Context: an optimization exercise on an open-source flow, tuned for small area and a short achievable clock period. The choices shown serve that exercise and are no tape-out recipe. RTL that was checked went through simulation tests only; none was proved equivalent to the original. Function not checked in runs 1 and 2: the RTL went through the layout flow alone. Power is estimated from default activity; no workload was simulated.

==> run.sh <==
#!/bin/bash
# synth_recipe.tcl (not shown) runs the flow's synth.tcl, then flattens the netlist and writes it again
# the make line also repeats each setting of config.mk as NAME=value (left out here)
make -C /OpenROAD-flow-scripts/flow DESIGN_CONFIG=/design/flow/config.mk WORK_HOME=/design/flow/orfs CLKGATE_MAP_FILE= SYNTH_SCRIPT=/design/flow/synth_recipe.tcl finish
==> config.mk <==
export PLATFORM = sky130hd
export DESIGN_NAME = scopeCore
export DESIGN_NICKNAME = scopeCore
export VERILOG_FILES = /design/flow/design.v
export SDC_FILE = /design/flow/constraint.sdc
export NUM_CORES = 4
export LEC_CHECK = 0
export ABC_CLOCK_PERIOD_IN_PS = 2000
export CAP_MARGIN = 20
export CORE_MARGIN = 2
export CORE_UTILIZATION = 40
export SETUP_SLACK_MARGIN = 2.6
export SLEW_MARGIN = 20
==> constraint.sdc <==
create_clock -name core_clock -period 5.0 [get_ports {clk_flash}]
set_input_delay 1.0000 -clock core_clock [delete_from_list [all_inputs] [get_ports {clk_flash}]]
set_output_delay 1.0000 -clock core_clock [all_outputs]
set_load 0.01 [all_outputs]
==> design.v <==
`timescale 1ns/1ps
module channelTrigger (
	input logic clk_flash,
	input logic rstN,
	input logic [8-1:0] sample,  
	input logic [8-1:0] threshLow,  
	input logic [8-1:0] threshHigh,  
	input logic fallingEdge,  
	input logic [(10 + 1)-1:0] tot,  
	input logic dsGo,  
	output logic fire,  
	output logic inRange  
);
	localparam int CW = (10 + 1);
	function automatic logic gt8(input logic [7:0] a, input logic [7:0] b);
		logic r;
		r = 1'b0;
		for (int i = 0; i < 8; i++) r = (a[i] & ~b[i]) | (~(a[i] ^ b[i]) & r);
		gt8 = r;
	endfunction
	function automatic logic gt10(input logic [9:0] a, input logic [9:0] b);
		logic r;
		r = 1'b0;
		for (int i = 0; i < 10; i++) r = (a[i] & ~b[i]) | (~(a[i] ^ b[i]) & r);
		gt10 = r;
	endfunction
	function automatic logic [CW-1:0] inc(input logic [CW-1:0] a);
		logic [CW-1:0] r;
		for (int i = 0; i < CW; i++) r[i] = a[i] ^ (&(a | ~((CW'(1) << i) - CW'(1))));
		inc = r;
	endfunction
	logic wasInRange;  
	logic edgeSeen;  
	logic levelHeld;  
	logic totStep;  
	logic limZero;  
	logic cntZero;  
	logic over;  
	logic clear;  
	logic step;  
	logic [CW-1:0] totCount;  
	assign edgeSeen = fallingEdge ? (wasInRange & ~inRange) : (inRange & ~wasInRange);
	assign levelHeld = inRange ^ fallingEdge;
	assign totStep = ~tot[CW-1] | dsGo;
	assign limZero = ~|tot[CW-2:0];
	assign cntZero = ~|totCount;
	assign over = totCount[CW-1] | gt10(totCount[CW-2:0], tot[CW-2:0]);  
	assign clear = limZero | over | (~cntZero & totStep & ~levelHeld);
	assign step = cntZero ? edgeSeen : totStep;  
	always_ff @(posedge clk_flash) begin
		if (!rstN) begin
			inRange <= 1'b0;
			wasInRange <= 1'b0;
			fire <= 1'b0;
			totCount <= '0;
		end else begin
			inRange <= ~gt8(threshLow, sample) & ~gt8(sample, threshHigh);
			wasInRange <= inRange;
			fire <= limZero ? edgeSeen : over;
			if (clear) begin
				totCount <= '0;
			end else if (step) begin
				totCount <= inc(totCount);
			end
		end
	end
endmodule
`timescale 1ns/1ps
module coincidenceTrigger (
	input logic clk_flash,
	input logic rstN,
	input logic [4-1:0] fire,  
	input logic [4-1:0] chanEnable,  
	input logic [1:0] coinReq,  
	input logic [8-1:0] holdTime,  
	input logic allowSameChan,  
	input logic dsGo,
	input logic noSelfTrig,  
	input logic isFirst,  
	input logic isLast,  
	input logic [1:0] trigIn,  
	output logic trigger,  
	output logic [1:0] trigOut  
);
	localparam int HW = 8;
	function automatic logic [HW-1:0] dec(input logic [HW-1:0] a);
		logic [HW-1:0] r;
		for (int i = 0; i < HW; i++) r[i] = a[i] ^ ~|(a & ((HW'(1) << i) - HW'(1)));
		dec = r;
	endfunction
	logic [HW-1:0] holdLeft [4];  
	logic [4-1:0] fired;  
	logic [4-1:0] running;  
	logic [4-1:0] held;  
	logic [4-1:0] chanHit;  
	logic selfTrig;
	logic goingLeft;  
	logic goingRight;  
	always_comb begin
		for (int i = 0; i < 4; i++) begin
			running[i] = |holdLeft[i];
			held[i] = chanEnable[i] & running[i];
		end
		for (int i = 0; i < 4; i++) begin
			logic o1, o2, o3, s;  
			logic [2:0] h;  
			h = (i == 0) ? held[3:1] : (i == 1) ? {held[3:2], held[0]} :
				(i == 2) ? {held[3], held[1:0]} : held[2:0];
			o1 = |h;
			o2 = (h[0] & h[1]) | (h[0] & h[2]) | (h[1] & h[2]);
			o3 = &h;
			s = allowSameChan & held[i];
			case (coinReq)
				2'd0: chanHit[i] = 1'b1;
				2'd1: chanHit[i] = o1 | s;
				2'd2: chanHit[i] = o2 | (s & o1);
				default: chanHit[i] = o3 | (s & o2);
			endcase
			chanHit[i] = chanHit[i] & chanEnable[i] & fired[i];
		end
	end
	always_ff @(posedge clk_flash) begin
		if (!rstN) begin
			fired <= '0;
			for (int i = 0; i < 4; i++) begin
				holdLeft[i] <= '0;
			end
		end else begin
			fired <= fire;
			for (int i = 0; i < 4; i++) begin
				if (fire[i]) begin
					holdLeft[i] <= holdTime;  
				end else if (dsGo && running[i]) begin
					holdLeft[i] <= dec(holdLeft[i]);  
				end
			end
		end
	end
	assign selfTrig = |chanHit;
	assign goingLeft = trigIn[0] & ~isFirst;
	assign goingRight = trigIn[1] & ~isLast;
	always_ff @(posedge clk_flash) begin
		if (!rstN) begin
			trigger <= 1'b0;
			trigOut <= '0;
		end else if (noSelfTrig) begin
			trigger <= trigIn[1];  
			trigOut <= {trigIn[1], 1'b0};
		end else begin
			trigger <= selfTrig | goingLeft | goingRight;
			trigOut <= {selfTrig | goingRight, selfTrig | goingLeft};
		end
	end
endmodule
`timescale 1ns/1ps
module acquireControl (
	input logic clk_flash,
	input logic rstN,
	input logic startTrigger,  
	input logic trigger,  
	input logic [10-1:0] triggerPoint,  
	input logic [10-1:0] nsmp,  
	input logic [5-1:0] downsample,  
	output logic dsGo,  
	output logic acquiring,
	output logic [10-1:0] wrAddress,  
	output logic [10-1:0] trigPointAddr,  
	output logic dataReady  
);
	localparam logic [1:0] INIT = 2'd0;  
	localparam logic [1:0] PREACQ = 2'd1;  
	localparam logic [1:0] WAITING = 2'd2;  
	localparam logic [1:0] POSTACQ = 2'd3;  
	localparam int DW = 22 + 1;
	localparam int AW = 10;
	function automatic logic [10-1:0] incA(input logic [10-1:0] a);
		logic [10-1:0] r;
		for (int i = 0; i < 10; i++)
			r[i] = a[i] ^ (&(a | ~((AW'(1) << i) - AW'(1))));
		incA = r;
	endfunction
	function automatic logic [22:0] incD(input logic [22:0] a);
		logic [22:0] r;
		for (int i = 0; i <= 22; i++)
			r[i] = a[i] ^ (&(a | ~((DW'(1) << i) - DW'(1))));
		incD = r;
	endfunction
	logic [1:0] state;
	logic [10-1:0] sampleCount;  
	logic [22:0] dsCount;
	logic [31:0] dsSel;  
	logic atTrigPoint;  
	logic atEnd;  
	logic postDone;  
	logic wrStep;  
	logic [10-1:0] wrNext;  
	logic trigCapture;  
	always_comb begin
		dsSel = {32{dsCount[22]}};  
		dsSel[22:1] = dsCount[22:1];
		dsSel[0] = 1'b1;
	end
	assign dsGo = dsSel[downsample];
	assign atTrigPoint = (sampleCount == triggerPoint);
	assign atEnd = (sampleCount == nsmp);
	assign postDone = (state == POSTACQ) && atEnd;
	assign wrStep = dsGo && acquiring && !postDone;
	assign wrNext = wrStep ? incA(wrAddress) : wrAddress;
	always_ff @(posedge clk_flash) begin
		if (!rstN || dsGo) begin
			dsCount <= {{22{1'b0}}, 1'b1};
		end else begin
			dsCount <= incD(dsCount);
		end
	end
	always_ff @(posedge clk_flash) begin
		if (!rstN) begin
			state <= INIT;
			acquiring <= 1'b0;
			dataReady <= 1'b0;
			wrAddress <= '0;
			sampleCount <= '0;
		end else begin
			wrAddress <= wrNext;
			case (state)
				INIT: begin
					if (startTrigger) begin
						sampleCount <= '0;
						acquiring <= 1'b1;
						dataReady <= 1'b0;
						state <= PREACQ;
					end
				end
				PREACQ: begin
					if (atTrigPoint) begin
						state <= WAITING;
					end else if (dsGo) begin
						sampleCount <= incA(sampleCount);
					end
				end
				WAITING: begin
					if (trigger) begin
						sampleCount <= triggerPoint;
						state <= POSTACQ;
					end
				end
				default: begin
					if (atEnd) begin
						acquiring <= 1'b0;
						dataReady <= 1'b1;
						state <= INIT;
					end else if (dsGo) begin
						sampleCount <= incA(sampleCount);
					end
				end
			endcase
		end
	end
	always_ff @(posedge clk_flash) begin
		trigCapture <= rstN && state == WAITING && trigger;
		if (trigCapture) begin
			trigPointAddr <= wrAddress;
		end
	end
endmodule
`timescale 1ns/1ps
module sampleAverager (
	input logic clk_flash,
	input logic rstN,
	input logic [4*8-1:0] flashData,  
	input logic [4*8-1:0] samples,  
	input logic highRes,  
	input logic dsGo,
	input logic [5-1:0] downsample,
	output logic [4*8-1:0] dout  
);
	localparam int ACC_W = 8 + 5;  
	function automatic logic [ACC_W-1:0] add(input logic [ACC_W-1:0] a, input logic [8-1:0] b);
		logic [ACC_W-1:0] p, g, r;
		logic c, t;
		p = a ^ ACC_W'(b);
		g = a & ACC_W'(b);
		for (int i = 0; i < ACC_W; i++) begin
			c = 1'b0;
			for (int j = 0; j < i; j++) begin
				t = g[j];
				for (int k = j + 1; k < i; k++) t = t & p[k];
				c = c | t;
			end
			r[i] = p[i] ^ c;
		end
		add = r;
	endfunction
	logic [ACC_W-1:0] accSum [4];
	logic [8-1:0] accShift [4];  
	logic [5-1:0] hrCount;  
	logic flush;  
	logic restart;  
	assign flush = dsGo || (&hrCount);  
	assign restart = !rstN || !highRes || flush;
	always_comb begin
		for (int i = 0; i < 4; i++) begin
			case (downsample)
				5'd0: accShift[i] = accSum[i][7:0];
				5'd1: accShift[i] = accSum[i][8:1];
				5'd2: accShift[i] = accSum[i][9:2];
				5'd3: accShift[i] = accSum[i][10:3];
				5'd4: accShift[i] = accSum[i][11:4];
				default: accShift[i] = accSum[i][12:5];
			endcase
		end
	end
	always_ff @(posedge clk_flash) begin
		for (int i = 0; i < 4; i++) begin
			accSum[i] <= restart ? ACC_W'(flashData[i*8 +: 8]) :
				add(accSum[i], flashData[i*8 +: 8]);
		end
		if (!rstN) begin
			hrCount <= '0;
			dout <= '0;
		end else if (highRes) begin
			hrCount <= flush ? '0 : hrCount + 1'b1;
			for (int i = 0; i < 4; i++) begin
				if (flush) begin
					dout[i*8 +: 8] <= accShift[i];
				end
			end
		end else begin
			hrCount <= '0;
			dout <= samples;  
		end
	end
endmodule
`timescale 1ns/1ps
module scopeCore (
	input logic clk_flash,
	input logic rstN,
	input logic [4*8-1:0] flashData,  
	input logic [8-1:0] threshLow,  
	input logic [8-1:0] threshHigh,
	input logic fallingEdge,
	input logic [(10 + 1)-1:0] tot,
	input logic [4-1:0] chanEnable,
	input logic [1:0] coinReq,
	input logic [8-1:0] holdTime,
	input logic allowSameChan,
	input logic noSelfTrig,
	input logic isFirst,
	input logic isLast,
	input logic [1:0] trigIn,  
	input logic startTrigger,
	input logic [10-1:0] triggerPoint,
	input logic [10-1:0] nsmp,
	input logic [5-1:0] downsample,
	input logic highRes,
	output logic [1:0] trigOut,  
	output logic trigger,
	output logic [4-1:0] inRange,  
	output logic acquiring,
	output logic dataReady,
	output logic [10-1:0] wrAddress,
	output logic [10-1:0] trigPointAddr,
	output logic [4*8-1:0] dout  
);
	logic [4*8-1:0] samples;  
	logic [4-1:0] fire;
	logic dsGo;
	always_ff @(posedge clk_flash) begin
		samples <= flashData;  
	end
	for (genvar i = 0; i < 4; i++) begin : gChan
		channelTrigger uChan (
			.clk_flash(clk_flash),
			.rstN(rstN),
			.sample(samples[i*8 +: 8]),
			.threshLow(threshLow),
			.threshHigh(threshHigh),
			.fallingEdge(fallingEdge),
			.tot(tot),
			.dsGo(dsGo),
			.fire(fire[i]),
			.inRange(inRange[i])
		);
	end
	coincidenceTrigger uCoin (
		.clk_flash(clk_flash),
		.rstN(rstN),
		.fire(fire),
		.chanEnable(chanEnable),
		.coinReq(coinReq),
		.holdTime(holdTime),
		.allowSameChan(allowSameChan),
		.dsGo(dsGo),
		.noSelfTrig(noSelfTrig),
		.isFirst(isFirst),
		.isLast(isLast),
		.trigIn(trigIn),
		.trigger(trigger),
		.trigOut(trigOut)
	);
	acquireControl uAcq (
		.clk_flash(clk_flash),
		.rstN(rstN),
		.startTrigger(startTrigger),
		.trigger(trigger),
		.triggerPoint(triggerPoint),
		.nsmp(nsmp),
		.downsample(downsample),
		.dsGo(dsGo),
		.acquiring(acquiring),
		.wrAddress(wrAddress),
		.trigPointAddr(trigPointAddr),
		.dataReady(dataReady)
	);
	sampleAverager uAvg (
		.clk_flash(clk_flash),
		.rstN(rstN),
		.flashData(flashData),
		.samples(samples),
		.highRes(highRes),
		.dsGo(dsGo),
		.downsample(downsample),
		.dout(dout)
	);
endmodule
==> out/qor.txt, run 1 <==
worst min path class = reg -> reg
crit path capture type = register
Max Clk Rate = 336.5 MHz
post-synth cell types = 72
Syn Nets = 2112
cts bufs inserted = 34
Reg2Reg Setup Slack = 2260 ps
Final Setup Violations = 0
critical path class = in -> reg
Die Ht = 205.1 microns
root buffer cell = clkbuf_16
pin slew with the least headroom to its limit = 759.2 ps
RSZ-0062 raised after global routing = true
Lkg Pwr = 9.571 nW
detailed-placement wirelength estimate = 33280 microns
Clock Skews = 26.83 ps
Final min period = 2972 ps
die footprint = 42060 sq um
post-route ant nets = 0
Syn. warnings = 8
Max FO, Critical Path = 7
vias = 15120
Most used DFF post-synth = dfxtp_1
Std-Cell Core Area = 39820 sq um
vias in the first global route = 14600
Antenna diodes = 0
power density over the cells = 328.2 nW/um^2
Clock Latency Late Sink = 530 ps
Initial DRT Pass Iterations = 9
Initial DRC Count = 1058
Starting Density = 40.62%
Post-Synthesis Cells = 1820
maximum vdd drop = 0.2025 mV
H-tree depth = 2
Period Utilization, post-route = 59.44%
worst hold stages = 1
fillers = 3544
cell taking the most area after synthesis = dfxtp_1
crit path launch type = primary input
Rel. slew slack = 49.39%
initial antenna violation count = 0
Non-Filler Instances = 2636
Area Growth Syn to Fin = 40.83%
setup TNS = 0 ps
status = timing/DRC/antenna clean
pin count of the biggest net entering global routing = 58
synthesized area = 16180 sq um
# rows = 73
Post-synth EDFFs = 10
most frequent cells in the layout = 257 x dfxtp_1, 166 x ha_1, 111 x inv_1, 108 x nor2_1, 78 x nand2_1
Final Hold Viols = 0
Post-synth ARST share = 0%
# IOs = 170
DP Cell Count = 2453
crit path DAT = 3420 ps
ranking of synthesized cells by area = dfxtp_1 33%, ha_1 14%, xnor2_1 3.5%
GPL Wtd Cong = 0.8306
Crit Reg-Reg Endpoint = gChan[3].uChan.totCount[1]
Sink Count = 274
IO buf count = 169
Max Buffers Root-to-Sink = 3
Max-Cap Viols = 0
CP peak stage delay = 550 ps
Remaining DRCs = 0
register area share after synthesis = 34.53%
DRT Wirelength = 53110 microns
wire per inst = 20.15 microns
FF-to-FF Start = uAcq.dsCount[14]
max-slew violations = 0
post-DR vias/cell = 5.736
Final nets = 2381
Yosys top cell area share = 32.67%
first-pass GRT wire length = 80630 microns
die width = 205.1 microns
Hold EP = uAcq.dsCount[0]
Critical Path, Cell by Cell = buf_12 -> mux4_2 -> mux4_2 -> a211oi_4 -> buf_12 -> and4b_1 -> buf_4 -> or3_4 -> nor2_2
Worst-path clk slew = 60 ps
Worst path slowest cell = mux4_2
commonest non-fill, non-tap cell in the layout = dfxtp_1
Worst EP required = 5450 ps
Synth Register Bits = 274
Post-CTS Hold Buffers = 0
syn avg cell area = 8.888 sq um
layout cells sized above 1 = 24.54%
CTS tree = done
Hold Crit Start = uAcq.dsCount[0]
GRT Total Usage = 24.26%
R2R depth = 8
GR Overflow Total = 0
[report_power, final]
group          switching (mW)  internal (mW)
Clock                   0.985           1.51
Combinational            1.28           1.12
Sequential              0.217           2.37
[critical path: cells and delay by family]
| family | cells | cell delay [ps] |
|---|---|---|
| simple gates | 3 | 680 |
| mux | 2 | 1040 |
| buf+inv | 3 | 400 |
| compound gates | 1 | 300 |
[kinds of logic (layout without fill, tap and decap cells)]
kind of cell               count (synthesis)  count (layout)  synth area share, %
and+or+nand+nor                          517             524                16.34
AOI/OAI and AO/OA                        483             484                20.24
DFF                                      274             274                34.53
buffers and inverters                    219             502                5.244
adders and majority gates                186             186                14.53
xor gates and xnor gates                  88              88                4.765
muxes                                     53              53                4.355
[sequential cells by signal (all words and copies together) (netlist names), 5 cells and up]
| name | cells |
|---|---|
| gChan.uChan.totCount | 44 |
| samples | 32 |
| uAcq.dsCount | 23 |
| uAcq.sampleCount | 10 |
| uAcq.trigPointAddr | 10 |
| uAcq.wrAddress | 10 |
| uAvg.accSum | 52 |
| uAvg.dout | 32 |
| uAvg.hrCount | 5 |
| uCoin.holdLeft | 32 |
[cell usage after synthesis (21+ instances only)]
cell and n:
inv_1 128, a211oi_1 43, clkbuf_1 66, and3_1 31
o211ai_1 34, nand3_1 36, o21a_1 43, nor2_1 143
xor2_1 24, nand4_1 24, or3_1 28, nand2_1 114
nand2b_1 21, a21oi_1 96, a22oi_1 23, dfxtp_1 264
a31oi_1 25, ha_1 179, o21ai_0 102, xnor2_1 64
mux2i_1 31
[stage by stage]
| stage | util [%] | instance area (sq um) | hold slack, ps | worst slack (ps) | power [mW] |
|---|---|---|---|---|---|
| floorplan | - | 16450 | 386.9 | 1616 | 3.764 |
| global placement | 46.49 | 18520 | 397.0 | 960.1 | 4.256 |
| detailed placement | 46.49 | 18520 | 403.9 | 856.7 | 4.299 |
| CTS | 53.95 | 21480 | 423.1 | 2018 | 7.170 |
| global route | 57.20 | 22780 | 433.5 | 1966 | 7.846 |
| finish | 57.20 | 22780 | 421.6 | 2028 | 7.475 |
[layer usage]
metal | share of wire, % | vias up | routed length, microns | GRT usage [%]
li1 | - | 7223 | - | -
met1 | 41 | 7277 | 21970 | 30.15
met2 | 50 | 497 | 26390 | 42.48
met3 | 5.0 | 124 | 2657 | 3.277
met4 | 3.9 | 0 | 2098 | 9.301
met5 | 0 | - | 0 | 0
[worst max path at each step]
stage	cells past startpoint	slack, ps	endpoint	from
finish	9	2030	gChan[3].uChan.totCount[1]	downsample[1]
detailed placement	7	860	gChan[3].uChan.totCount[3]	downsample[0]
global placement	7	960	gChan[3].uChan.totCount[3]	downsample[0]
floorplan	8	1620	gChan[3].uChan.totCount[5]	downsample[0]
CTS	11	2020	gChan[3].uChan.totCount[3]	downsample[0]
global route	11	1970	gChan[3].uChan.totCount[3]	downsample[0]
[what timing repair did]
item,CTS,global route
endpoints found under the setup margin,276,223
pin swaps,74,124
buffers inserted,62,37
gates resized for setup,332,244
gates cloned,23,3
[area by class of cell]
type	count	area [sq um]	share of cell area [%]
clock inverters	12	146.4	0.6426
multi-input cells	1335	11450	50.29
inverters	129	494.2	2.170
clock buffers	46	967.2	4.246
flip-flops and latches	274	5594	24.56
repair buffers	315	3466	15.21
well taps	525	656.9	2.884
==> run 2, diff against run 1 <==
--- a/design.v
+++ b/design.v
@@ -200,7 +200,15 @@
 		dsSel[22:1] = dsCount[22:1];
 		dsSel[0] = 1'b1;
 	end
-	assign dsGo = dsSel[downsample];
+	logic [3:0] dsLo;  
+	logic [7:0] dsHi;  
+	logic [7:0] dsGrp;  
+	always_comb begin
+		for (int i = 0; i < 4; i++) dsLo[i] = (downsample[1:0] == 2'(i));
+		for (int h = 0; h < 8; h++) dsHi[h] = (downsample[4:2] == 3'(h));
+		for (int h = 0; h < 8; h++) dsGrp[h] = |(dsSel[4*h +: 4] & dsLo);
+	end
+	assign dsGo = |(dsGrp & dsHi);
 	assign atTrigPoint = (sampleCount == triggerPoint);
 	assign atEnd = (sampleCount == nsmp);
 	assign postDone = (state == POSTACQ) && atEnd;
--- a/config.mk
+++ b/config.mk
@@ -5,9 +5,10 @@
 export SDC_FILE = /design/flow/constraint.sdc
 export NUM_CORES = 4
 export LEC_CHECK = 0
-export ABC_CLOCK_PERIOD_IN_PS = 2000
+export ABC_AREA = 1
 export CAP_MARGIN = 20
 export CORE_MARGIN = 2
 export CORE_UTILIZATION = 40
-export SETUP_SLACK_MARGIN = 2.6
+export SETUP_SLACK_MARGIN = 2.9
 export SLEW_MARGIN = 20
+export TNS_END_PERCENT = 5
==> run 2 against run 1 <==
Net effect: non-clock buffer count fell by 16; via count rose by 8.8%; critical path depth rose by 7; largest cell class unchanged.
==> out/qor.txt, run 2 <==
RSZ-0062 raised after global routing = true
Area Growth Syn to Fin = 34.59%
Rel. slew slack = 47.46% (-1.9 points)
Post-synth EDFFs = 10 (unchanged)
layout cells sized above 1 = 18.75% (-5.8 points)
Top reg by flops = uAvg.accSum
setup TNS = 0 ps (unchanged)
Die Ht = 208.3 microns (+1.6%)
DRT Wirelength = 53540 microns (+0.79%)
post-DR vias/cell = 5.292 (-7.7%)
Initial DRT Pass Iterations = 5 (-4)
Max Buffers Root-to-Sink = 3 (unchanged)
crit path capture type = register
Yosys top cell area share = 31.66% (-1.0 points)
Antenna diodes = 0 (unchanged)
Max-Cap Viols = 0 (unchanged)
Clock Latency Late Sink = 540 ps (about the same)
vias in the first global route = 15650 (+7.2%)
worst min path class = reg -> reg
# IOs = 170 (unchanged)
Post-Synthesis Cells = 2285 (+26%)
syn avg cell area = 7.305 sq um (-18%)
Final Setup Violations = 0 (unchanged)
first-pass GRT wire length = 82350 microns (+2.1%)
Clock Skews = 24.58 ps (-2.254 ps)
critical path class = in -> reg
power density over the cells = 304.3 nW/um^2 (-7.3%)
crit path launch type = primary input
register area share after synthesis = 33.46% (-1.1 points)
Lkg Pwr = 10.15 nW (+6.0%)
Largest register FFs = 52 (unchanged)
Largest regs = uAvg.accSum (52), gChan.uChan.totCount (44)
die footprint = 43380 sq um (+3.1%)
detailed-placement wirelength estimate = 36260 microns (+8.9%)
H-tree depth = 2 (unchanged)
top-count cell post-synth = nand2_1
Most used DFF post-synth = dfxtp_1
post-synth cell types = 53 (-26%)
ranking of synthesized cells by area = dfxtp_1 32%, ha_1 13%, nand2_1 9.5%
maximum vdd drop = 0.2469 mV (+22%)
pin count of the biggest net entering global routing = 48 (-17%)
cell taking the most area after synthesis = dfxtp_1
Starting Density = 40.70% (+0.078 points)
pin slew with the least headroom to its limit = 777.9 ps (+18.66 ps)
CTS tree = done
Remaining DRCs = 0 (unchanged)
post-route ant nets = 0 (unchanged)
Worst-path clk slew = 60 ps (about the same)
GR Overflow Total = 0 (unchanged)
Syn. warnings = 8 (unchanged)
Syn Nets = 2577 (+22%)
Synth Register Bits = 274 (unchanged)
DP Worst Slack = 809.7 ps (-46.96 ps)
most frequent cells in the layout = 369 x nand2_1, 330 x inv_1, 253 x dfxtp_1, 194 x nor2_1, 146 x ha_1
fillers = 3764 (+6.2%)
Worst EP required = 5420 ps (-30 ps)
commonest cells in the netlist = 422 x nand2_1, 356 x inv_1, 264 x dfxtp_1, 224 x nor2_1, 179 x ha_1
synthesized area = 16690 sq um (+3.2%)
Sink Count = 274 (unchanged)
crit path DAT = 2970 ps (-450 ps)
GPL Wtd Cong = 0.9103 (+9.6%)
# rows = 74 (+1.4%)
wire per inst = 17.23 microns (-15%)
final setup margin = 2455 ps (+426.6 ps)
cts bufs inserted = 34 (unchanged)
status = timing/DRC/antenna clean
initial antenna violation count = 3 (+3)
Std-Cell Core Area = 41020 sq um (+3.0%)
die width = 208.3 microns (+1.6%)
Max Clk Rate = 392.9 MHz (+17%)
Final Hold Viols = 0 (unchanged)
root buffer cell = clkbuf_16
commonest non-fill, non-tap cell in the layout = nand2_1
Period Utilization, post-route = 50.91% (-8.5 points)
Final min period = 2545 ps (-426.6 ps)
Post-synth ARST share = 0% (unchanged)
Initial DRC Count = 1077 (+1.8%)
IO buf count = 169 (unchanged)
Final nets = 2843 (+19%)
Max FO, Critical Path = 2 (-5)
vias = 16450 (+8.8%)
fin util = 54.77% (-2.4 points)
max-slew violations = 0 (unchanged)
GRT Total Usage = 23.71% (-0.55 points)
-- run 2: cell count changes after synthesis, moves of 42 or more --
cell and change:
nand2_1 +308, inv_1 +228, nor2_1 +81, o22ai_1 +60
o21ai_1 +48, o21a_1 -43, a21oi_1 +42
-- run 2: report_power, final --
| group | switching [mW] | leakage (nW) | internal [mW] | total [mW] |
|---|---|---|---|---|
| logic | 1.04 | 7.33 | 0.759 | 1.80 |
| clock network | 1.01 | 0.556 | 1.50 | 2.51 |
| registers | 0.172 | 2.26 | 2.36 | 2.53 |
| total | 2.22 | 10.1 | 4.61 | 6.84 |
-- run 2: final timing paths --
path              cells past startpoint         startpoint           endpoint  slack [ps]
setup / recovery                     16      flashData[17]  uAvg.accSum[2][3]        2450
hold / removal                        1    uAcq.dsCount[0]    uAcq.dsCount[0]         400
setup reg to reg                     15  uAvg.accSum[2][1]  uAvg.accSum[2][3]        2570
hold reg to reg                       1    uAcq.dsCount[0]    uAcq.dsCount[0]         400
-- run 2: final cells by class --
cell class / instances / area (sq um) / share of cell area [%]
multi-input cells: 1573 / 10720 / 47.71
flip-flops and latches: 274 / 5604 / 24.94
repair buffers: 299 / 2880 / 12.82
inverters: 365 / 1436 / 6.393
clock buffers: 50 / 1002 / 4.461
well taps: 532 / 665.6 / 2.963
clock inverters: 11 / 116.4 / 0.5179
repair inverters: 4 / 43.79 / 0.1949
-- run 2: metrics by stage --
step | hold WS, ps | instances | power, mW | instance area [sq um]
after floorplan | 369.9 | 2285 | 3.516 | 16820
after global placement | 379.1 | 2924 | 3.970 | 18890
after detailed placement | 390.8 | 2924 | 4.009 | 18890
after CTS | 404.1 | 3073 | 6.776 | 21550
after global routing | 429.0 | 3108 | 7.177 | 22470
final | 399.5 | 3108 | 6.838 | 22470
-- run 2: logic make-up after synthesis --
| group | after synthesis | share of synthesized area [%] |
|---|---|---|
| buffers and inverters | 443 | 10.60 |
| AND/OR/NAND/NOR | 818 | 20.86 |
| XOR/XNOR | 69 | 3.620 |
| AO/OA/AOI/OAI | 498 | 17.56 |
| flip-flops | 274 | 33.46 |
| adder cells (fa/ha/maj) | 183 | 13.90 |
-- run 2: what timing repair did --
action                                  CTS  global route
buffers inserted                         75            32
endpoints found under the setup margin  284           282
gates cloned                             13             3
hold buffers                              0             0
gates resized for setup                 281           180
pin swaps                                82            77
-- run 2: per-layer routing --
| metal | wire [microns] | up-vias | track usage, % |
|---|---|---|---|
| li1 | - | 8113 | - |
| met1 | 23210 | 7653 | 30.47 |
| met2 | 24750 | 571 | 39.11 |
| met3 | 3894 | 109 | 4.845 |
| met4 | 1669 | 2 | 9.030 |
| met5 | 13 | - | 0 |
-- run 2: critical path: stages --
cell and delay (ps):
buf_8 100, ha_4 210, ha_4 150, nand2_1 60, nand3b_1 130, buf_4 170
buf_4 120, buf_4 120, buf_4 120, buf_4 120, buf_4 120, buf_4 120
buf_4 120, buf_4 120, xnor2_1 120, o21ai_1 80
==> run 3, diff against run 2 <==
--- a/design.v
+++ b/design.v
@@ -12,17 +12,19 @@
 	output logic inRange  
 );
 	localparam int CW = (10 + 1);
-	function automatic logic gt8(input logic [7:0] a, input logic [7:0] b);
-		logic r;
-		r = 1'b0;
-		for (int i = 0; i < 8; i++) r = (a[i] & ~b[i]) | (~(a[i] ^ b[i]) & r);
-		gt8 = r;
-	endfunction
-	function automatic logic gt10(input logic [9:0] a, input logic [9:0] b);
-		logic r;
-		r = 1'b0;
-		for (int i = 0; i < 10; i++) r = (a[i] & ~b[i]) | (~(a[i] ^ b[i]) & r);
-		gt10 = r;
+	function automatic logic gt(input logic [15:0] a, input logic [15:0] b);
+		logic [15:0] g, e;
+		for (int i = 0; i < 16; i++) begin
+			g[i] = a[i] & ~b[i];
+			e[i] = ~(g[i] | (~a[i] & b[i]));
+		end
+		for (int s = 1; s < 16; s = s * 2) begin
+			for (int i = 0; i < 16; i = i + 2 * s) begin
+				g[i] = g[i + s] | (e[i + s] & g[i]);
+				e[i] = e[i + s] & e[i];
+			end
+		end
+		gt = g[0];
 	endfunction
 	function automatic logic [CW-1:0] inc(input logic [CW-1:0] a);
 		logic [CW-1:0] r;
@@ -44,7 +46,7 @@
 	assign totStep = ~tot[CW-1] | dsGo;
 	assign limZero = ~|tot[CW-2:0];
 	assign cntZero = ~|totCount;
-	assign over = totCount[CW-1] | gt10(totCount[CW-2:0], tot[CW-2:0]);  
+	assign over = gt(16'(totCount), 16'(tot[CW-2:0]));  
 	assign clear = limZero | over | (~cntZero & totStep & ~levelHeld);
 	assign step = cntZero ? edgeSeen : totStep;  
 	always_ff @(posedge clk_flash) begin
@@ -54,7 +56,7 @@
 			fire <= 1'b0;
 			totCount <= '0;
 		end else begin
-			inRange <= ~gt8(threshLow, sample) & ~gt8(sample, threshHigh);
+			inRange <= ~gt(16'(threshLow), 16'(sample)) & ~gt(16'(sample), 16'(threshHigh));
 			wasInRange <= inRange;
 			fire <= limZero ? edgeSeen : over;
 			if (clear) begin
@@ -284,38 +286,39 @@
 );
 	localparam int ACC_W = 8 + 5;  
 	function automatic logic [ACC_W-1:0] add(input logic [ACC_W-1:0] a, input logic [8-1:0] b);
-		logic [ACC_W-1:0] p, g, r;
-		logic c, t;
-		p = a ^ ACC_W'(b);
-		g = a & ACC_W'(b);
-		for (int i = 0; i < ACC_W; i++) begin
-			c = 1'b0;
-			for (int j = 0; j < i; j++) begin
-				t = g[j];
-				for (int k = j + 1; k < i; k++) t = t & p[k];
-				c = c | t;
+		logic [15:0] p, g, gg, pp;
+		logic [ACC_W-1:0] r;
+		p = 16'(a ^ ACC_W'(b));
+		g = 16'(a & ACC_W'(b));
+		gg = g;
+		pp = p;
+		for (int l = 0; l < 4; l++) begin
+			for (int i = 0; i < 16; i++) begin
+				if (((i >> l) & 1) == 1) begin
+					gg[i] = gg[i] | (pp[i] & gg[((i >> l) << l) - 1]);
+					pp[i] = pp[i] & pp[((i >> l) << l) - 1];
+				end
 			end
-			r[i] = p[i] ^ c;
 		end
+		r[0] = p[0];
+		for (int i = 1; i < ACC_W; i++) r[i] = p[i] ^ gg[i - 1];
 		add = r;
 	endfunction
 	logic [ACC_W-1:0] accSum [4];
 	logic [8-1:0] accShift [4];  
 	logic [5-1:0] hrCount;  
+	logic [5:0] shiftSel;  
 	logic flush;  
 	logic restart;  
 	assign flush = dsGo || (&hrCount);  
 	assign restart = !rstN || !highRes || flush;
 	always_comb begin
+		for (int k = 0; k < 5; k++) shiftSel[k] = (downsample == 5'(k));
+		shiftSel[5] = (downsample >= 5'(5));
 		for (int i = 0; i < 4; i++) begin
-			case (downsample)
-				5'd0: accShift[i] = accSum[i][7:0];
-				5'd1: accShift[i] = accSum[i][8:1];
-				5'd2: accShift[i] = accSum[i][9:2];
-				5'd3: accShift[i] = accSum[i][10:3];
-				5'd4: accShift[i] = accSum[i][11:4];
-				default: accShift[i] = accSum[i][12:5];
-			endcase
+			accShift[i] = '0;
+			for (int k = 0; k <= 5; k++)
+				accShift[i] = accShift[i] | (accSum[i][k +: 8] & {8{shiftSel[k]}});
 		end
 	end
 	always_ff @(posedge clk_flash) begin
--- a/config.mk
+++ b/config.mk
@@ -8,7 +8,7 @@
 export ABC_AREA = 1
 export CAP_MARGIN = 20
 export CORE_MARGIN = 2
-export CORE_UTILIZATION = 40
-export SETUP_SLACK_MARGIN = 2.9
+export CORE_UTILIZATION = 60
+export SETUP_SLACK_MARGIN = 3.1
 export SLEW_MARGIN = 20
-export TNS_END_PERCENT = 5
+export TNS_END_PERCENT = 1
==> run 3 against run 2 <==
Net effect: synthesized cell count up 2.8%; sequential power barely moved; global-route usage is 11 points higher; critical path type unchanged; critical endpoint is now uAvg.accSum[1][7].
==> out/qor.txt, run 3 <==
Final Hold Viols = 0 (unchanged)
GRT Total Usage = 34.80% (+11 points)
top-count cell post-synth = nand2_1
Most used DFF post-synth = dfxtp_1
post-synth cell types = 51 (-3.8%)
layer with the highest usage = met2
Post-CTS Hold Buffers = 0 (unchanged)
status = timing/DRC/antenna clean
Hold WS = 415.0 ps (+15.53 ps)
met2 usage = 60.59% (+21 points)
vias in the first global route = 16660 (+6.4%)
H-tree depth = 1 (-1)
Area Growth Syn to Fin = 30.09%
Std-Cell Core Area = 27710 sq um (-32%)
post-route ant nets = 0 (unchanged)
total power = 6.764 mW (-1.1%)
Syn Nets = 2646 (+2.7%)
cts bufs inserted = 30 (-12%)
# IOs = 170 (unchanged)
crit path DAT = 2660 ps (-310 ps)
power density over the cells = 308.1 nW/um^2 (+1.2%)
fin util = 79.24% (+24 points)
cell taking the most area after synthesis = dfxtp_1
layout cells sized above 1 = 18.74% (about the same)
Top reg by flops = uAvg.accSum
crit-path most repeated cell = nand2_1
Rel. slew slack = 38.10% (-9.4 points)
worst min path class = reg -> reg
IO buf count = 169 (unchanged)
crit path launch type = primary input
GPL Wtd Cong = 0.9192 (+0.98%)
Period Utilization, post-route = 44.28% (-6.6 points)
setup TNS = 0 ps (unchanged)
syn avg cell area = 7.181 sq um (-1.7%)
Post-Synthesis Cells = 2350 (+2.8%)
vias = 17470 (+6.2%)
Synth Register Bits = 274 (unchanged)
first-pass GRT wire length = 82410 microns (about the same)
GR Util met1 = 42.92% (+12 points)
Clock Latency Late Sink = 580 ps (+40 ps)
synthesized area = 16880 sq um (+1.1%)
Initial DRT Pass Iterations = 6 (+1)
DRT Wirelength = 54100 microns (+1.1%)
Lkg Pwr = 9.933 nW (-2.1%)
critical path class = in -> reg
Largest regs = uAvg.accSum (52), gChan.uChan.totCount (44)
grt met3 use = 4.740% (-0.11 points)
pin count of the biggest net entering global routing = 47 (-2.1%)
R2R depth = 11 (-4)
cell area after layout = 21950 sq um (-2.3%)
initial antenna violation count = 2 (-1)
Critical Path, Cell by Cell = buf_16 -> nor2_4 -> nand2_1 -> nand2_1 -> o21ai_1 -> nand2_1 -> nor2_4 -> nand2_8 -> inv_8 -> nand4_4 -> bufbuf_16 -> nand2_1 -> o21ai_1
Remaining DRCs = 0 (unchanged)
GR Overflow Total = 0 (unchanged)
wire per inst = 18.26 microns (+6.0%)
placed cell area = 18980 sq um (+0.49%)
detailed-placement wirelength estimate = 34560 microns (-4.7%)
Sink Count = 274 (unchanged)
crit path capture type = register
Initial DRC Count = 1434 (+33%)
Yosys top cell area share = 31.32% (-0.35 points)
Die Ht = 171.7 microns (-18%)
Final min period = 2214 ps (-331.2 ps)
CP peak stage delay = 370 ps (+160 ps)
RSZ-0062 raised after global routing = true
Max FO, Critical Path = 18 (+16)
Worst path slowest cell = bufbuf_16
Max Buffers Root-to-Sink = 3 (unchanged)
Worst EP required = 5450 ps (+30 ps)
Starting Density = 60.91% (+20 points)
Max-Cap Viols = 0 (unchanged)
pin slew with the least headroom to its limit = 928.4 ps (+150.6 ps)
# rows = 61 (-18%)
max-slew violations = 0 (unchanged)
register area share after synthesis = 33.10% (-0.36 points)
fillers = 1965 (-48%)
Final nets = 2855 (+0.42%)
die footprint = 29480 sq um (-32%)
commonest non-fill, non-tap cell in the layout = nand2_1
Post-synth ARST share = 0% (unchanged)
commonest cells in the netlist = 558 x nand2_1, 269 x inv_1, 264 x dfxtp_1, 199 x a21oi_1, 198 x nand3_1
Syn. warnings = 8 (unchanged)
maximum vdd drop = 0.2826 mV (+14%)
Clock Skews = 27.19 ps (+2.611 ps)
CTS tree = done
ranking of synthesized cells by area = dfxtp_1 31%, ha_1 13%, nand2_1 12%
Worst-path clk slew = 70 ps (about the same)
Final Setup Violations = 0 (unchanged)
post-DR vias/cell = 5.897 (+11%)
Largest register FFs = 52 (unchanged)
Post-synth EDFFs = 10 (unchanged)
worst hold stages = 1 (unchanged)
Max Clk Rate = 451.6 MHz (+15%)
root buffer cell = clkbuf_16
die width = 171.7 microns (-18%)
most frequent cells in the layout = 521 x nand2_1, 244 x inv_1, 230 x dfxtp_1, 174 x nand3_1, 168 x nor2_1
[run 3: cell types whose count changed after synthesis, moves of 12 or more]
| cell | change |
|---|---|
| o21bai_1 | -16 |
| inv_1 | -87 |
| o221ai_1 | -14 |
| a21oi_1 | +61 |
| o21ai_0 | -33 |
| nand3_1 | +138 |
| o31ai_1 | -12 |
| nand2_1 | +136 |
| o22ai_1 | -33 |
| o21ai_1 | -25 |
| nor2_1 | -39 |
| o2111ai_1 | +13 |
[run 3: where the power goes]
part	leakage [nW]	total, mW	internal, mW	switching (mW)
Sequential	2.27	2.54	2.35	0.187
Clock	0.497	2.32	1.37	0.955
Combinational	7.16	1.90	0.789	1.11
Total	9.93	6.76	4.51	2.25
[run 3: stage by stage]
stage | setup WS [ps] | cells
2_1_floorplan | 2655 | 2350
5_1_grt | 2759 | 2962
4_1_cts | 2859 | 2940
3_3_place_gp | 1060 | 2830
6_report | 2786 | 2963
3_5_place_dp | 910.9 | 2830
[run 3: area by class of cell]
class	instances	area, sq um	area share [%]
timing repair buffer	250	2431	11.07
timing repair inverter	2	16.27	0.07409
sequential	274	5653	25.75
clock buffer	33	804.5	3.665
inverter	280	1146	5.221
multi-input combinational	1721	11200	51.00
antenna	2	5.005	0.02280
clock inverter	23	229.0	1.043
tap	378	473.0	2.154
[run 3: layer usage]
layer / vias up / part of all wire [%]
met1: 8139 / 39
met2: 887 / 49
met3: 196 / 8.3
li1: 8251 / -
met4: 0 / 4.1
met5: - / 0
[run 3: path summary, 6_finish.rpt]
kind,from,end,slack (ps)
max,downsample[1],uAvg.accSum[1][7],2790
min,uAcq.dsCount[0],uAcq.dsCount[0],410
max reg2reg,uAcq.sampleCount[0],uAcq.sampleCount[8],2950
min reg2reg,uAcq.dsCount[0],uAcq.dsCount[0],410
[run 3: repair_timing]
action                     in CTS  in global routing
gates resized for setup       543                117
setup buffers                  40                 16
pin swaps                      44                 45
setup endpoints to repair     284                282
gates cloned                   14                  5
[run 3: logic make-up (layout without fill, tap and decap cells)]
logic type / count (synthesis) / in the layout / synth area share, %
other: 0 / 2 / 0
and+or+nand+nor: 1028 / 1034 / 25.73
DFF: 274 / 274 / 33.10
adders and majority gates: 187 / 187 / 14.40
buffers and inverters: 361 / 588 / 8.645
AOI/OAI and AO/OA: 428 / 428 / 14.39
xor gates and xnor gates: 72 / 72 / 3.737
[run 3: worst max-delay path, delay by kind of cell]
family	cells	cell delay [ps]
AOI/OAI and AO/OA	2	230
buffers and inverters	3	550
and+or+nand+nor	8	850
==> run 4, diff against run 3 <==
--- a/config.mk
+++ b/config.mk
@@ -8,7 +8,6 @@
 export ABC_AREA = 1
 export CAP_MARGIN = 20
 export CORE_MARGIN = 2
-export CORE_UTILIZATION = 60
-export SETUP_SLACK_MARGIN = 3.1
+export CORE_UTILIZATION = 40
+export SETUP_SLACK_MARGIN = 2.9
 export SLEW_MARGIN = 20
-export TNS_END_PERCENT = 1
==> run 4 against run 3 <==
Net effect: still clean on timing, DRC and antenna; largest cell class unchanged; combinational power grew 16%; clock-buffer cell count up 13; final cell count grew 7.5%.
==> out/qor.txt, run 4 <==
status = timing/DRC/antenna clean
Worst path slowest cell = nor2_4
root buffer cell = clkbuf_16
Post-synth EDFFs = 10 (unchanged)
Top reg by flops = uAvg.accSum
Initial DRT Pass Iterations = 6 (unchanged)
Sink Count = 274 (unchanged)
Critical Path, Cell by Cell = buf_16 -> nor2_4 -> nand2_1 -> nand2_1 -> o21ai_1 -> nand2_1 -> nor2_4 -> nand2_8 -> inv_8 -> nand4_4 -> buf_12 -> clkinv_16 -> clkbuf_16 -> nand2_2 -> nand2_1
# IOs = 170 (unchanged)
crit-path most repeated cell = nand2_1
Clock Latency Late Sink = 540 ps (-40 ps)
die footprint = 43850 sq um (+49%)
Remaining DRCs = 0 (unchanged)
pin slew with the least headroom to its limit = 647.5 ps (-280.9 ps)
Post-Synthesis Cells = 2350 (unchanged)
Final nets = 2913 (+2.0%)
maximum vdd drop = 0.2063 mV (-27%)
WP buf/inv = 5 (+2)
Max Clk Rate = 467.7 MHz (+3.6%)
Area Growth Syn to Fin = 38.29%
DP Cell Count = 2990 (+5.7%)
Lkg Pwr = 10.61 nW (+6.8%)
post-DR vias/cell = 5.463 (-7.4%)
Rel. slew slack = 56.79% (+19 points)
crit path capture type = register
Max FO, Critical Path = 7 (-11)
CP peak stage delay = 200 ps (-170 ps)
total power = 7.327 mW (+8.3%)
fillers = 3846 (+96%)
Hold WS = 423.7 ps (+8.677 ps)
post-route ant nets = 0 (unchanged)
IO buf count = 169 (unchanged)
commonest cells in the netlist = 558 x nand2_1, 269 x inv_1, 264 x dfxtp_1, 199 x a21oi_1, 198 x nand3_1
Std-Cell Core Area = 41760 sq um (+51%)
initial antenna violation count = 5 (+3)
layout cells sized above 1 = 26.00% (+7.3 points)
wire per inst = 18.59 microns (+1.8%)
crit path launch type = primary input
first-pass GRT wire length = 87970 microns (+6.7%)
Syn. warnings = 8 (unchanged)
die width = 209.4 microns (+22%)
Final Setup Violations = 0 (unchanged)
Reg2Reg Setup Slack = 3000 ps (+50 ps)
DRT Wirelength = 59210 microns (+9.4%)
RSZ-0062 raised after global routing = true
# rows = 75 (+23%)
DP Worst Slack = 863.5 ps (-47.35 ps)
placed cell area = 19320 sq um (+1.8%)
Yosys top cell area share = 31.32% (unchanged)
fin util = 55.89% (-23 points)
Initial DRC Count = 1411 (-1.6%)
Worst-path clk slew = 60 ps (about the same)
Period Utilization, post-route = 42.76% (-1.5 points)
Synth Register Bits = 274 (unchanged)
Clock Skews = 34.74 ps (+7.551 ps)
Die Ht = 209.4 microns (+22%)
Largest register FFs = 52 (unchanged)
Syn Nets = 2646 (unchanged)
setup TNS = 0 ps (unchanged)
Post-synth ARST share = 0% (unchanged)
Max-Cap Viols = 0 (unchanged)
crit path DAT = 2540 ps (-120 ps)
Most used DFF post-synth = dfxtp_1
critical path class = in -> reg
Final min period = 2138 ps (-76.24 ps)
pin count of the biggest net entering global routing = 47 (unchanged)
Worst EP required = 5400 ps (-50 ps)
delay-heaviest family, CP = simple AND/OR/NAND/NOR gates
vias in the first global route = 16180 (-2.9%)
CTS tree = done
Non-Filler Instances = 3185 (+7.5%)
post-synth cell types = 51 (unchanged)
detailed-placement wirelength estimate = 38240 microns (+11%)
GR Overflow Total = 0 (unchanged)
Largest regs = uAvg.accSum (52), gChan.uChan.totCount (44)
GPL Wtd Cong = 0.8848 (-3.7%)
max-slew violations = 0 (unchanged)
Starting Density = 40.41% (-20 points)
Final Hold Viols = 0 (unchanged)
final setup margin = 2862 ps (+76.24 ps)
top-count cell post-synth = nand2_1
synthesized area = 16880 sq um (unchanged)
Max Buffers Root-to-Sink = 3 (unchanged)
vias = 17400 (-0.41%)
register area share after synthesis = 33.10% (unchanged)
power density over the cells = 314.0 nW/um^2 (+1.9%)
most frequent cells in the layout = 457 x nand2_1, 240 x inv_1, 221 x dfxtp_1, 165 x nand3_1, 164 x nor2_1
GRT Total Usage = 25.25% (-9.5 points)
cts bufs inserted = 34 (+13%)
syn avg cell area = 7.181 sq um (unchanged)
cell area after layout = 23340 sq um (+6.3%)
worst min path class = reg -> reg
cell taking the most area after synthesis = dfxtp_1
ranking of synthesized cells by area = dfxtp_1 31%, ha_1 13%, nand2_1 12%
H-tree depth = 2 (+1)
commonest non-fill, non-tap cell in the layout = nand2_1
-- run 4: cell types whose count changed in the layout (fill, tap and decap cells not counted), sizes merged --
| cell | delta |
|---|---|
| clkdlybuf4s50 | -19 |
| clkinvlp | +2 |
| diode | +2 |
| bufinv | -1 |
| or2 | -1 |
| clkdlybuf4s15 | -16 |
| nand2 | +7 |
| clkbuf | +22 |
| clkinv | -4 |
| dlygate4sd2 | +6 |
| nand3 | +3 |
| inv | -2 |
| buf | +62 |
-- run 4: path summary, 6_finish.rpt --
kind                        from                  end  cells after the start
max                downsample[1]        uAvg.dout[19]                     15
min              uAcq.dsCount[0]      uAcq.dsCount[0]                      1
max reg2reg  uAcq.sampleCount[0]  uAcq.sampleCount[9]                     12
min reg2reg      uAcq.dsCount[0]      uAcq.dsCount[0]                      1
-- run 4: repair_timing --
action	CTS	global route
pin swaps	70	85
setup endpoints to repair	279	220
hold buffers	0	0
resized for setup	630	272
cloned	14	19
setup buffers	56	41
endpoints found under the hold margin	0	0
-- run 4: cell type report --
class | instances | area (sq um) | area share, %
antenna | 4 | 10.01 | 0.04289
clock buffer | 46 | 967.2 | 4.144
clock inverter | 15 | 172.7 | 0.7399
inverter | 280 | 1150 | 4.927
multi-input combinational | 1730 | 11930 | 51.12
sequential | 274 | 5674 | 24.31
tap | 539 | 674.4 | 2.890
timing repair buffer | 292 | 2715 | 11.63
timing repair inverter | 5 | 43.79 | 0.1876
-- run 4: cells by family after synthesis --
kind of cell,count (synthesis),synth area share [%]
xor gates and xnor gates,72,3.737
and+or+nand+nor,1028,25.73
buffers and inverters,361,8.645
adders and majority gates,187,14.40
DFF,274,33.10
AOI/OAI and AO/OA,428,14.39
-- run 4: power breakdown --
part	total (mW)	internal [mW]	switching (mW)
logic	2.21	0.969	1.24
clock network	2.55	1.52	1.03
registers	2.57	2.36	0.211
-- run 4: routing by layer --
| metal | vias up | part of all wire [%] | global-route usage, % | routed length (microns) |
|---|---|---|---|---|
| li1 | 8399 | - | - | - |
| met1 | 8186 | 42 | 32.30 | 25100 |
| met2 | 679 | 47 | 42.51 | 27570 |
| met3 | 135 | 7.5 | 4.728 | 4435 |
| met4 | 2 | 3.5 | 9.064 | 2092 |
| met5 | - | 0.022 | 0 | 13 |
==> run 5, diff against run 4 <==
--- a/config.mk
+++ b/config.mk
@@ -11,3 +11,4 @@
 export CORE_UTILIZATION = 40
 export SETUP_SLACK_MARGIN = 2.9
 export SLEW_MARGIN = 20
+export TNS_END_PERCENT = 5
==> run 5 against run 4 <==
Net effect: synthesized area is the same; global-route usage shrank 0.73 points; die area unchanged; still clean; critical path depth is 2 lower; utilization down 1.8 points; register-to-register slack got worse by 130 ps; design area down 3.2%; largest power group is now clock.
==> out/qor.txt, run 5 <==
Yosys top cell area share = 31.32% (unchanged)
maximum vdd drop = 0.1769 mV (-14%)
vias in the first global route = 16050 (-0.83%)
Final min period = 2203 ps (+64.86 ps)
post-DR vias/cell = 5.398 (-1.2%)
pin slew with the least headroom to its limit = 614.9 ps (-32.61 ps)
synthesized area = 16880 sq um (unchanged)
setup TNS = 0 ps (unchanged)
commonest non-fill, non-tap cell in the layout = nand2_1
Rel. slew slack = 59.01% (+2.2 points)
crit path launch type = primary input
xor/xnor share of the synthesized area = 3.737% (unchanged)
wire per inst = 18.05 microns (-2.9%)
CTS tree = done
commonest cells in the netlist = 558 x nand2_1, 269 x inv_1, 264 x dfxtp_1, 199 x a21oi_1, 198 x nand3_1
Most used DFF post-synth = dfxtp_1
detailed-placement wirelength estimate = 37520 microns (-1.9%)
IO buf count = 169 (unchanged)
worst min path class = reg -> reg
Final Hold Viols = 0 (unchanged)
met2 wire len = 26070 microns (-5.4%)
Post-synth EDFFs = 10 (unchanged)
Post-synth ARST share = 0% (unchanged)
Area Growth Syn to Fin = 33.82%
syn avg cell area = 7.181 sq um (unchanged)
Post-CTS Hold Buffers = 0 (unchanged)
DRT Wirelength = 56470 microns (-4.6%)
Initial DRT Pass Iterations = 6 (unchanged)
DP Cell Count = 2991 (+0.033%)
Non-Filler Instances = 3128 (-1.8%)
post-route ant nets = 0 (unchanged)
complex-gate fraction of the synthesized area = 14.39% (unchanged)
vias = 16890 (-3.0%)
GR Overflow Total = 0 (unchanged)
power density over the cells = 313.3 nW/um^2 (-0.23%)
die footprint = 43850 sq um (unchanged)
Syn Nets = 2646 (unchanged)
first-pass GRT wire length = 86020 microns (-2.2%)
ranking of synthesized cells by area = dfxtp_1 31%, ha_1 13%, nand2_1 12%
Clock Skews = 16.73 ps (-18.02 ps)
Std-Cell Core Area = 41760 sq um (unchanged)
GPL Wtd Cong = 0.8953 (+1.2%)
register area share after synthesis = 33.10% (unchanged)
largest family of logic cells by synthesized area = simple AND/OR/NAND/NOR gates
# IOs = 170 (unchanged)
max-slew violations = 0 (unchanged)
Syn. warnings = 8 (unchanged)
GRT Total Usage = 24.52% (-0.73 points)
layout cells sized above 1 = 17.30% (-8.7 points)
Top Layer Used = met4
RSZ-0062 raised after global routing = true
die width = 209.4 microns (unchanged)
status = timing/DRC/antenna clean
Max-Cap Viols = 0 (unchanged)
Clock Latency Late Sink = 540 ps (about the same)
Max Buffers Root-to-Sink = 3 (unchanged)
pin count of the biggest net entering global routing = 47 (unchanged)
Largest regs = uAvg.accSum (52), gChan.uChan.totCount (44)
Max FO, Critical Path = 8 (+1)
Worst EP required = 5410 ps (about the same)
Post-Synthesis Cells = 2350 (unchanged)
H-tree depth = 2 (unchanged)
Sink Count = 274 (unchanged)
post-synth cell types = 51 (unchanged)
cell taking the most area after synthesis = dfxtp_1
most frequent cells in the layout = 515 x nand2_1, 246 x dfxtp_1, 245 x inv_1, 168 x a21oi_1, 167 x nand3_1
Period Utilization, post-route = 44.06% (+1.3 points)
Worst-path clk slew = 60 ps (about the same)
Final nets = 2862 (-1.8%)
Lkg Pwr = 10.20 nW (-3.8%)
cts bufs inserted = 34 (unchanged)
post-synthesis mux area share = 0% (unchanged)
WL met3 = 3746 microns (-16%)
Max Clk Rate = 454.0 MHz (-2.9%)
crit path capture type = register
Final Setup Violations = 0 (unchanged)
Top reg by flops = uAvg.accSum
Post-Route M1 WL = 24510 microns (-2.3%)
Synth Register Bits = 274 (unchanged)
Initial DRC Count = 1344 (-4.7%)
Remaining DRCs = 0 (unchanged)
Starting Density = 40.41% (unchanged)
Hold WS = 443.7 ps (+20.03 ps)
Simple-Gate Fraction of Synth Area = 25.73% (unchanged)
Die Ht = 209.4 microns (unchanged)
initial antenna violation count = 0 (-5)
crit path DAT = 2610 ps (+70 ps)
top-count cell post-synth = nand2_1
root buffer cell = clkbuf_16
Largest register FFs = 52 (unchanged)
adder-cell share of the synthesized area = 14.40% (unchanged)
Antenna diodes = 0 (-4)
# rows = 75 (unchanged)
critical path class = in -> reg
total power = 7.075 mW (-3.4%)
## run 5: cell counts after synthesis
Identical to the previous run, type by type.
## run 5: repair_timing
| action | CTS | global route |
|---|---|---|
| setup buffers | 27 | 29 |
| setup endpoints to repair | 280 | 270 |
| cloned | 12 | 10 |
| gates resized for setup | 380 | 172 |
| pin swaps | 43 | 62 |
| endpoints found under the hold margin | 0 | 0 |
## run 5: kinds of logic after synthesis
kind of cell / Yosys count
DFF: 274
xor gates and xnor gates: 72
AOI/OAI and AO/OA: 428
buffers and inverters: 361
adders and majority gates: 187
and+or+nand+nor: 1028
## run 5: cell type report
type | instances | area [sq um]
Clock buffer | 43 | 935.9
Clock inverter | 16 | 219.0
Fill cell | 3871 | 19170
Inverter | 280 | 1124
Multi-Input combinational cell | 1722 | 11270
Sequential cell | 274 | 5613
Tap cell | 539 | 674.4
Timing Repair Buffer | 253 | 2746
Timing Repair inverter | 1 | 6.256
## run 5: worst max-delay path: stages
cell and delay (ps):
buf_12 110, nor2_4 60, nand2_1 60, nand2_1 70, o21ai_1 140, nand2_1 110
nor2_4 190, nand2_8 120, inv_8 90, nand3_4 150, buf_12 210, o211ai_1 190
nand2_1 90
## run 5: through the flow
step | setup slack, ps | area, sq um | util [%]
after floorplan | 2655 | 17160 | -
after global routing | 2754 | 22580 | 54.08
after detailed placement | 932.8 | 19180 | 45.93
final | 2797 | 22580 | 54.08
after global placement | 996.2 | 19180 | 45.93
after CTS | 2806 | 21580 | 51.67
## run 5: routing by layer
layer  global-route usage (%)  vias up
li1                         -     8264
met1                    32.22     7877
met2                    40.11      599
met3                    3.711      146
met4                    10.54        0
met5                        0        -
## run 5: worst paths after layout
path | startpoint | end | slack [ps] | depth (start not counted)
max | downsample[0] | uAvg.dout[8] | 2800 | 13
min | uAvg.dout[17] | uAvg.dout[17] | 440 | 2
min reg2reg | uAvg.dout[17] | uAvg.dout[17] | 440 | 2
max reg2reg | uAcq.dsCount[1] | uAcq.dsCount[17] | 2870 | 12
## run 5: where the power goes
group	leakage (nW)	internal [mW]	switching (mW)
clock network	0.562	1.59	0.991
registers	2.26	2.35	0.198
logic	7.38	0.823	1.12
total	10.2	4.76	2.31
==> run 6, diff against run 5 <==
==> flow/run.sh (new file) <==
#!/bin/bash
# Layout flow: the standard ORFS flow (standard synthesis included), with the
# ports buffered by a plain buffer instead of the weakest delay cell;
# nothing else changed.
set -euo pipefail
export BUFFER_PORTS_ARGS="-buffer_cell sky130_fd_sc_hd__buf_2"

bash standard.sh finish > make_finish.log 2>&1
==> standard.sh (new file) <==
#!/bin/bash
# synth_recipe.tcl (not shown) runs the flow's synth.tcl, then flattens the netlist and writes it again
# the make line also repeats each setting of config.mk as NAME=value (left out here)
make -C /OpenROAD-flow-scripts/flow DESIGN_CONFIG=/design/flow/config.mk WORK_HOME=/design/flow/orfs CLKGATE_MAP_FILE= SYNTH_SCRIPT=/design/flow/synth_recipe.tcl "${@:-finish}"
--- a/config.mk
+++ b/config.mk
@@ -8,7 +8,7 @@
 export ABC_AREA = 1
 export CAP_MARGIN = 20
 export CORE_MARGIN = 2
-export CORE_UTILIZATION = 40
+export CORE_UTILIZATION = 60
 export SETUP_SLACK_MARGIN = 2.9
 export SLEW_MARGIN = 20
-export TNS_END_PERCENT = 5
+export TNS_END_PERCENT = 1
removed: run.sh
==> run 6 against run 5 <==
Net effect: still clean on timing, DRC and antenna; critical path depth down 12; combinational power down 18%; worst hold slack worse by 28 ps; sequential power about the same.
==> out/qor.txt, run 6 <==
Max Buffers Root-to-Sink = 3 (unchanged)
cts bufs inserted = 30 (-12%)
Worst EP required = 4000 ps (-1410 ps)
Post-synth ARST share = 0% (unchanged)
DRT Wirelength = 50340 microns (-11%)
post-route ant nets = 0 (unchanged)
CTS tree = done
Final nets = 2822 (-1.4%)
power density over the cells = 322.4 nW/um^2 (+2.9%)
Largest register FFs = 52 (unchanged)
Std-Cell Core Area = 27710 sq um (-34%)
commonest non-fill, non-tap cell in the layout = nand2_1
Final Hold Viols = 0 (unchanged)
WP buf/inv = 1 (-2)
die width = 171.7 microns (-18%)
vias = 16750 (-0.80%)
GR Overflow Total = 0 (unchanged)
Syn Nets = 2646 (unchanged)
layout cells sized above 1 = 16.08% (-1.2 points)
pin count of the biggest net entering global routing = 38 (-19%)
Rel. slew slack = 53.48% (-5.5 points)
Synth Register Bits = 274 (unchanged)
cell taking the most area after synthesis = dfxtp_1
Worst path slowest cell = dfxtp_1
Critical Path, Cell by Cell = buf_2
status = timing/DRC/antenna clean
post-synth cell types = 51 (unchanged)
IO buf count = 169 (unchanged)
Post-Synthesis Cells = 2350 (unchanged)
post-DR vias/cell = 5.721 (+6.0%)
most frequent cells in the layout = 530 x nand2_1, 260 x dfxtp_1, 256 x inv_1, 198 x a21oi_1, 177 x nor2_1
initial antenna violation count = 2 (+2)
ranking of synthesized cells by area = dfxtp_1 31%, ha_1 13%, nand2_1 12%
# IOs = 170 (unchanged)
commonest cells in the netlist = 558 x nand2_1, 269 x inv_1, 264 x dfxtp_1, 199 x a21oi_1, 198 x nand3_1
GPL Wtd Cong = 0.9266 (+3.5%)
setup TNS = 0 ps (unchanged)
Max Clk Rate = 458.6 MHz (+1.0%)
Worst-path clk slew = 70 ps (about the same)
Die Ht = 171.7 microns (-18%)
critical path class = reg -> out
Final Setup Violations = 0 (unchanged)
maximum vdd drop = 0.3276 mV (+85%)
Top reg by flops = uAvg.accSum
vias in the first global route = 15560 (-3.1%)
Final min period = 2180 ps (-22.37 ps)
wire per inst = 17.19 microns (-4.8%)
crit path capture type = primary output
Max-Cap Viols = 0 (unchanged)
Post-synth EDFFs = 10 (unchanged)
GRT Total Usage = 32.08% (+7.6 points)
H-tree depth = 1 (-1)
syn avg cell area = 7.181 sq um (unchanged)
detailed-placement wirelength estimate = 34760 microns (-7.3%)
Initial DRC Count = 1243 (-7.5%)
Initial DRT Pass Iterations = 6 (unchanged)
Period Utilization, post-route = 43.61% (-0.45 points)
Clock Latency Late Sink = 570 ps (+30 ps)
RSZ-0062 raised after global routing = true
synthesized area = 16880 sq um (unchanged)
Largest regs = uAvg.accSum (52), gChan.uChan.totCount (44)
Area Growth Syn to Fin = 19.38%
pin slew with the least headroom to its limit = 697.7 ps (+82.85 ps)
delay-heaviest family, CP = flip-flops
Clock Skews = 17.20 ps (+0.4740 ps)
Yosys top cell area share = 31.32% (unchanged)
Most used DFF post-synth = dfxtp_1
Lkg Pwr = 9.601 nW (-5.9%)
die footprint = 29480 sq um (-33%)
# rows = 61 (-19%)
first-pass GRT wire length = 76470 microns (-11%)
crit path DAT = 1180 ps (-1430 ps)
cell area after layout = 20150 sq um (-11%)
Sink Count = 274 (unchanged)
root buffer cell = clkbuf_16
worst min path class = reg -> reg
Max FO, Critical Path = 5 (-3)
max-slew violations = 0 (unchanged)
Remaining DRCs = 0 (unchanged)
Syn. warnings = 8 (unchanged)
crit path launch type = register
top-count cell post-synth = nand2_1
placed cell area = 18140 sq um (-5.4%)
Starting Density = 60.91% (+20 points)
CP peak stage delay = 450 ps (+240 ps)
register area share after synthesis = 33.10% (unchanged)
run 6: cell counts after synthesis:
Identical to the previous run, type by type.
run 6: area by class of cell:
class / instances / area (sq um)
antenna: 1 / 2.502
sequential: 274 / 5590
tap: 378 / 473.0
timing repair inverter: 2 / 13.76
clock inverter: 15 / 216.5
inverter: 280 / 1100
timing repair buffer: 222 / 1577
clock buffer: 40 / 839.6
fill: 2275 / 7559
multi-input combinational: 1716 / 10330
run 6: repair_timing:
item / 4_1_cts / 5_1_grt
endpoints found under the setup margin: 217 / 225
gates cloned: 3 / 6
pin swaps: 4 / 17
buffers inserted: 18 / 15
hold buffers: 0 / 0
gates resized for setup: 46 / 83
run 6: per-stage QoR:
step / total power, mW / cells / hold WS (ps) / setup slack [ps] / utilization, %
2_1_floorplan: 3.610 / 2350 / 369.6 / 2655 / -
3_3_place_gp: 3.944 / 2830 / 381.1 / 1669 / 65.47
5_1_grt: 6.808 / 2928 / 425.6 / 2703 / 72.72
3_5_place_dp: 3.989 / 2830 / 396.8 / 1633 / 65.47
6_report: 6.496 / 2928 / 416.0 / 2820 / 72.72
4_1_cts: 6.403 / 2906 / 412.6 / 2770 / 70.67
run 6: final timing paths:
path                                    endpoint  cells after the start  slack, ps                   start
worst max-delay path                  inRange[1]                      1       2820  gChan[1].uChan.inRange
worst min-delay path             uAcq.dsCount[0]                      1        420         uAcq.dsCount[0]
worst max register to register  uAcq.dsCount[16]                     12       2840         uAcq.dsCount[0]
worst min register to register   uAcq.dsCount[0]                      1        420         uAcq.dsCount[0]
run 6: routing by layer:
layer  vias to the layer above  global-route usage [%]  routed length (microns)
met2                       667                   56.40                    24360
met1                      7791                   40.68                    20860
met5                         -                       0                        0
li1                       8150                       -                        -
met3                       143                   3.636                     3333
met4                         0                   11.13                     1792
run 6: power by group:
| part | switching, mW | leakage [nW] | total, mW | internal [mW] |
|---|---|---|---|---|
| Clock | 0.933 | 0.514 | 2.37 | 1.44 |
| Combinational | 0.983 | 6.83 | 1.60 | 0.612 |
| Sequential | 0.182 | 2.26 | 2.53 | 2.35 |
run 6: logic make-up after synthesis:
group,Yosys count,share of synthesized area [%]
buf+inv,361,8.645
compound gates,428,14.39
flops,274,33.10
fa+ha+maj,187,14.40
simple gates,1028,25.73
xor+xnor,72,3.737

## afterwards: timing with drivers on the ports
In the flow no input, the clock included, has a driving cell. The finished layouts below were timed again as built, in two steps. Step 1 assumes that a clkbuf_16 drives the clock port and a buf_2 every other input. Step 2 adds t to the input delays and takes it off the output delays; t is the mean of the earliest and latest rising clock arrival at the registers after step 1. Input paths then give back, and output paths get back, about the clock's delay inside the block. a / b / c = ideal / step 1 / step 2; a / b = the first two.
run | t (ns) | setup WS [ns] | worst setup path at the end | cell pins on the clock port's net
run 1 | 0.572 | 2.028 / 1.988 / 1.416 | input to register | 1
run 2 | 0.585 | 2.455 / 2.469 / 1.884 | input to register | 1
run 3 | 0.621 | 2.786 / 2.700 / 2.078 | input to register | 1
run 4 | 0.583 | 2.862 / 2.806 / 2.224 | input to register | 1
run 5 | 0.587 | 2.797 / 2.715 / 2.129 | input to register | 1
run 6 | 0.611 | 2.820 / 2.766 / 2.157 | input to register | 1
After both steps setup and hold are still met in every run listed. For run 3, which loses most, drivers alone change the setup slack by -0.086 ns; drivers and shift together by -0.708 ns.
